Context: an optimization exercise on an open-source flow, tuned for a short achievable clock period and few clock cycles. The choices shown serve that exercise and are no tape-out recipe. At most, simulation tests tie the RTL to the original design; equivalence was not proved. No driver is modelled on the clock port, so clock power and skew are understated where the tree is cut down; a real chip needs a root buffer or a tree. Power and IR drop assume default switching activity.

Design arm_fire_controller_core, start of the top module:
module arm_fire_controller_core #(
    parameter int PHASE_BITS = afc_pkg::PHASE_BITS_DEF,
    parameter int LEVEL_BITS = afc_pkg::LEVEL_BITS_DEF
) (
    input  wire logic                            i_clk,
    input  wire logic                            i_rst_n,
    input  wire logic                            i_cfg_valid,
    output logic                                 o_cfg_ready,
    input  wire logic [afc_pkg::CFG_IDX_W-1:0]   i_cfg_index,
    input  wire logic [afc_pkg::CFG_DATA_W-1:0]  i_cfg_data,
    input  wire logic                            i_s_tvalid,
    output logic                                 o_s_tready,
    input  wire logic [afc_pkg::IN_DATA_W-1:0]   i_s_tdata,
    output logic                                 o_m_tvalid,
    input  wire logic                            i_m_tready,
    output logic [afc_pkg::OUT_DATA_W-1:0]       o_m_tdata,
    output logic                                 o_m_tlast
);
Size in the first run: about 830 flip-flops, about 52 I/O pins.
export LEC_CHECK = 0
export ABC_CLOCK_PERIOD_IN_PS = 2500
export CAP_MARGIN = 20
export CORE_MARGIN = 2
export CORE_UTILIZATION = 40
export SLEW_MARGIN = 20
export SYNTH_HIERARCHICAL = 1
create_clock -name core_clock -period 15.0 [get_ports {i_clk}]
standard.sh (not shown) runs the stock make flow with config.mk's settings and CLKGATE_MAP_FILE= SYNTH_SCRIPT=/design/flow/synth_recipe.tcl, a recipe that flattens the netlist after the stock synthesis.
==> flow/flow/run.sh <==
#!/bin/bash
set -euo pipefail
HERE=$(pwd)
MARGIN=${MARGIN:-11.4}
export AFC_ROOT_CELL=sky130_fd_sc_hd__inv_16
export AFC_LEAF_CELL=sky130_fd_sc_hd__clkinv_16
export AFC_LEAF_SIZE=36
export AFC_ROOTS=4
bash standard.sh SETUP_SLACK_MARGIN=$MARGIN POST_CTS_TCL=$HERE/flow/cts_post.tcl finish > make_finish.log 2>&1
Other scripts of this flow, unchanged in this note and not shown: flow/flow/cts_post.tcl
Next try:
--- a/flow/design.v
+++ b/flow/design.v
@@ -263,13 +263,32 @@
             4'd14:   v = 12'd472;
             default: v = 12'd158;
         endcase
         sine_dif = v;
     endfunction
     function automatic logic [13:0] sine_dif3(input logic [3:0] idx);
-        sine_dif3 = {2'b00, sine_dif(idx)} + {1'b0, sine_dif(idx), 1'b0};
+        logic [13:0] v;
+        case (idx)
+            4'd0:    v = 14'd9636;
+            4'd1:    v = 14'd9543;
+            4'd2:    v = 14'd9357;
+            4'd3:    v = 14'd9084;
+            4'd4:    v = 14'd8721;
+            4'd5:    v = 14'd8274;
+            4'd6:    v = 14'd7749;
+            4'd7:    v = 14'd7146;
+            4'd8:    v = 14'd6480;
+            4'd9:    v = 14'd5748;
+            4'd10:   v = 14'd4959;
+            4'd11:   v = 14'd4125;
+            4'd12:   v = 14'd3249;
+            4'd13:   v = 14'd2343;
+            4'd14:   v = 14'd1416;
+            default: v = 14'd474;
+        endcase
+        sine_dif3 = v;
     endfunction
     logic [15:0] p1_p;
     logic [14:0] p1_x;
     logic        r_p1_v, r_p1_two, r_p1_arm, r_p1_on, r_p1_top, r_p1_q1;
     logic [1:0]  r_p1_mode;
     logic [2:0]  r_p1_msg0;
Outcome: The changed run finished with timing, DRC and antenna clean. Combinational power came out higher by about 7%. Worst setup slack improves by 440 ps. Routed wire length fell by 4.2%. Critical path depth decreases by 12. Maximum frequency rose by 12%. Total power went up by 0.39%. Final area shrinks by 3.3%. Area after synthesis falls by 0.98%. Via count drops by 2.8%.
Testbench counts after the change, summed over its fixed seeds: cycles 41,066.
No functional check of the RTL was part of the first run of this note. No run of this note takes its clock network from TritonCTS; it comes from the design's own scripts or RTL.

Setup of build 66:
Another version of the RTL of arm_fire_controller_core (not shown whole).
Size: about 3000 cells after synthesis, roughly 830 flip-flops, about 52 I/O pins, about 0.040 mm^2 of cells after synthesis.
==> flow/design.v (excerpt) <==
module arm_fire_controller_core #(
    parameter int PHASE_BITS = afc_pkg::PHASE_BITS_DEF,
    parameter int LEVEL_BITS = afc_pkg::LEVEL_BITS_DEF
) (
    input  wire logic                            i_clk,
    input  wire logic                            i_rst_n,
    input  wire logic                            i_cfg_valid,
    output logic                                 o_cfg_ready,
    input  wire logic [afc_pkg::CFG_IDX_W-1:0]   i_cfg_index,
    input  wire logic [afc_pkg::CFG_DATA_W-1:0]  i_cfg_data,
    input  wire logic                            i_s_tvalid,
    output logic                                 o_s_tready,
    input  wire logic [afc_pkg::IN_DATA_W-1:0]   i_s_tdata,
    output logic                                 o_m_tvalid,
    input  wire logic                            i_m_tready,
    output logic [afc_pkg::OUT_DATA_W-1:0]       o_m_tdata,
    output logic                                 o_m_tlast
);
==> flow/config.mk <==
export PLATFORM = sky130hd
export DESIGN_NAME = arm_fire_controller_core
export DESIGN_NICKNAME = arm_fire_controller_core
export VERILOG_FILES = /design/flow/design.v
export SDC_FILE = /design/flow/constraint.sdc
export NUM_CORES = 4
export LEC_CHECK = 0
export ABC_CLOCK_PERIOD_IN_PS = 2500
export CAP_MARGIN = 20
export CORE_MARGIN = 2
export CORE_UTILIZATION = 40
export SLEW_MARGIN = 20
export SYNTH_HIERARCHICAL = 1
==> flow/constraint.sdc <==
create_clock -name core_clock -period 15.0 [get_ports {i_clk}]
set_input_delay 3.0000 -clock core_clock [delete_from_list [all_inputs] [get_ports {i_clk}]]
set_output_delay 3.0000 -clock core_clock [all_outputs]
set_load 0.01 [all_outputs]
==> flow/flow/run.sh <==
#!/bin/bash
set -euo pipefail
HERE=$(pwd)
MARGIN=${MARGIN:-11.4}
export AFC_ROOT_CELL=sky130_fd_sc_hd__inv_16
export AFC_LEAF_CELL=sky130_fd_sc_hd__inv_16
export AFC_LEAF_SIZE=24
export AFC_ROOTS=4
bash standard.sh SETUP_SLACK_MARGIN=$MARGIN POST_CTS_TCL=$HERE/flow/cts_post.tcl finish > make_finish.log 2>&1
Other scripts of this flow, unchanged in this note and not shown: flow/flow/cts_post.tcl
Changes in build 82 relative to build 66:
diff --git a/flow/design.v b/flow/design.v
--- a/flow/design.v
+++ b/flow/design.v
@@ -260,38 +260,19 @@
             4'd11:   v = 12'd1375;
             4'd12:   v = 12'd1083;
             4'd13:   v = 12'd781;
             4'd14:   v = 12'd472;
             default: v = 12'd158;
         endcase
         sine_dif = v;
     endfunction
     function automatic logic [13:0] sine_dif3(input logic [3:0] idx);
-        logic [13:0] v;
-        case (idx)
-            4'd0:    v = 14'd9636;
-            4'd1:    v = 14'd9543;
-            4'd2:    v = 14'd9357;
-            4'd3:    v = 14'd9084;
-            4'd4:    v = 14'd8721;
-            4'd5:    v = 14'd8274;
-            4'd6:    v = 14'd7749;
-            4'd7:    v = 14'd7146;
-            4'd8:    v = 14'd6480;
-            4'd9:    v = 14'd5748;
-            4'd10:   v = 14'd4959;
-            4'd11:   v = 14'd4125;
-            4'd12:   v = 14'd3249;
-            4'd13:   v = 14'd2343;
-            4'd14:   v = 14'd1416;
-            default: v = 14'd474;
-        endcase
-        sine_dif3 = v;
+        sine_dif3 = {2'b00, sine_dif(idx)} + {1'b0, sine_dif(idx), 1'b0};
     endfunction
     logic [15:0] p1_p;
     logic [14:0] p1_x;
     logic        r_p1_v, r_p1_two, r_p1_arm, r_p1_on, r_p1_top, r_p1_q1;
     logic [1:0]  r_p1_mode;
     logic [2:0]  r_p1_msg0;
     logic [14:0] r_p1_lo;
     logic [11:0] r_p1_dif;
     logic [13:0] r_p1_dif3;
@@ -413,19 +394,19 @@
     logic [FAW:0] r_wp, r_rp;
     always_ff @(posedge i_clk) begin
         if (r_p5_v)
             r_mem[r_wp[FAW-1:0]] <= {r_p5_two, r_p5_msg0, r_p5_lvl, r_p5_mode};
     end
     always_ff @(posedge i_clk) begin
         if (r_rst)        r_wp <= '0;
         else if (r_p5_v)  r_wp <= r_wp + 1'b1;
     end
-    logic        r_o_valid, r_o_busy, r_o_last, r_sub;
+    logic        r_o_valid, r_o_last, r_sub;
     logic [1:0]  r_o_mode;
     logic [7:0]  r_o_level;
     logic [2:0]  r_o_msg;
     logic [FAW:0] r_rp1, rp2;
     logic [13:0]  e0, e1;
     logic         ne0, ne1;
     logic         a_v, a_last, b_v, b_last, b_sub, b_pop;
     logic [12:0]  a_w, b_w;
     logic         adv, pop;
@@ -441,51 +422,47 @@
     assign a_w    = {r_sub ? second_msg(e0[12:10]) : e0[12:10], e0[9:0]};
     assign a_last = r_sub || !e0[13];
     assign b_pop  = r_sub || !e0[13];
     assign b_sub  = !b_pop;
     assign b_v    = b_pop ? ne1 : 1'b1;
     assign b_w    = b_pop ? e1[12:0] : {second_msg(e0[12:10]), e0[9:0]};
     assign b_last = b_pop ? !e1[13] : 1'b1;
     logic        t_v, n_v, t_last, n_last, t_pop;
     logic [12:0] t_w, n_w;
-    assign t_v    = !r_rst && (r_o_busy ? b_v : a_v);
+    assign t_v    = !r_rst && (r_o_valid ? b_v : a_v);
     assign n_v    = !r_rst && a_v;
-    assign t_w    = r_o_busy ? b_w : a_w;
+    assign t_w    = r_o_valid ? b_w : a_w;
     assign n_w    = a_w;
-    assign t_last = r_o_busy ? b_last : a_last;
+    assign t_last = r_o_valid ? b_last : a_last;
     assign n_last = a_last;
-    assign t_pop  = r_o_busy && b_pop;
-    assign adv = r_o_busy && i_m_tready;
+    assign t_pop  = r_o_valid && b_pop;
+    assign adv = r_o_valid && i_m_tready;
     assign pop = i_m_tready && t_pop;
-    logic         t_sub, n_sub, d_valid, d_busy, d_last, d_sub, d_pop;
+    logic         t_sub, n_sub, d_valid, d_last, d_sub, d_pop;
     logic [FAW:0] t_rp, n_rp, d_rp, t_rp1, n_rp1, d_rp1;
     logic [12:0]  d_w;
-    assign t_sub = r_o_busy ? b_sub : r_sub;
+    assign t_sub = r_o_valid ? b_sub : r_sub;
     assign n_sub = r_sub;
     assign t_rp  = t_pop ? r_rp1 : r_rp;
     assign n_rp  = r_rp;
     assign t_rp1 = t_pop ? rp2 : r_rp1;
     assign n_rp1 = r_rp1;
     afc_tsel_en u_sel_v (
         .i_en(i_rst_n), .i_s(i_m_tready), .i_a1(t_v), .i_a0(n_v), .o_y(d_valid)
     );
-    afc_tsel_en u_sel_b (
-        .i_en(i_rst_n), .i_s(i_m_tready), .i_a1(t_v), .i_a0(n_v), .o_y(d_busy)
-    );
     afc_tsel #(.W(18 + 2 * FAW)) u_sel_d (
         .i_s(i_m_tready),
         .i_a1({t_last, t_w, t_sub, t_rp, t_rp1, t_pop}),
         .i_a0({n_last, n_w, n_sub, n_rp, n_rp1, 1'b0}),
         .o_y ({d_last, d_w, d_sub, d_rp, d_rp1, d_pop})
     );
     always_ff @(posedge i_clk) begin
         r_o_valid                      <= d_valid;
-        r_o_busy                       <= d_busy;
         r_o_last                       <= d_last;
         {r_o_msg, r_o_level, r_o_mode} <= d_w;
     end
     always_ff @(posedge i_clk) begin
         if (r_rst) begin
             r_sub <= 1'b0;
             r_rp  <= '0;
             r_rp1 <= {{FAW{1'b0}}, 1'b1};
         end else begin
Notes after the runs:
- Of build 66 and build 82, the higher ratio of total power to cell area belongs to build 66.
- From build 66 to build 82 the numbers moved as follows: clock share of power shows an increase of 0.4 points; core occupancy in the finished layout now larger.
- Build 82 ends up with higher die area than build 66 does.
- Final total power essentially unchanged between build 82 and build 66.
No functional check of the RTL was part of any run of this note. No run of this note takes its clock network from TritonCTS; it comes from the design's own scripts or RTL.

==> static timing again, ports no longer ideal <==
The results above use ideal ports. As a check the final layouts listed here were re-extracted and re-timed, cells and wires unchanged.
Step 1 assumes that a clkbuf_16 drives the clock port and a buf_2 every other input.
Step 2 times the ports against the registers' clock, not the clock port: input delays grow and output delays shrink by t, the midpoint of the rising clock arrivals with the driver on.
Three values: ideal ports, drivers, drivers and shift; two values: the first two.
| run | t, ns | slack for setup (ns) | clock arrival spread, ns |
|---|---|---|---|
| the first run of note 1 | 0.453 | 10.785 / 10.785 / 10.785 | 0.018 / 0.019 |
| the second run of note 1 | 0.453 | 11.229 / 11.034 / 10.959 | 0.015 / 0.015 |
| build 66 | 0.499 | 11.217 / 10.961 / 10.981 | 0.013 / 0.013 |
| build 82 | 0.496 | 10.782 / 10.780 / 10.780 | 0.020 / 0.021 |
After both steps setup and hold are still met in every run listed. The setup slack of the second run of note 1, which loses most, moves by -0.195 ns with the drivers and by -0.270 ns with both steps.
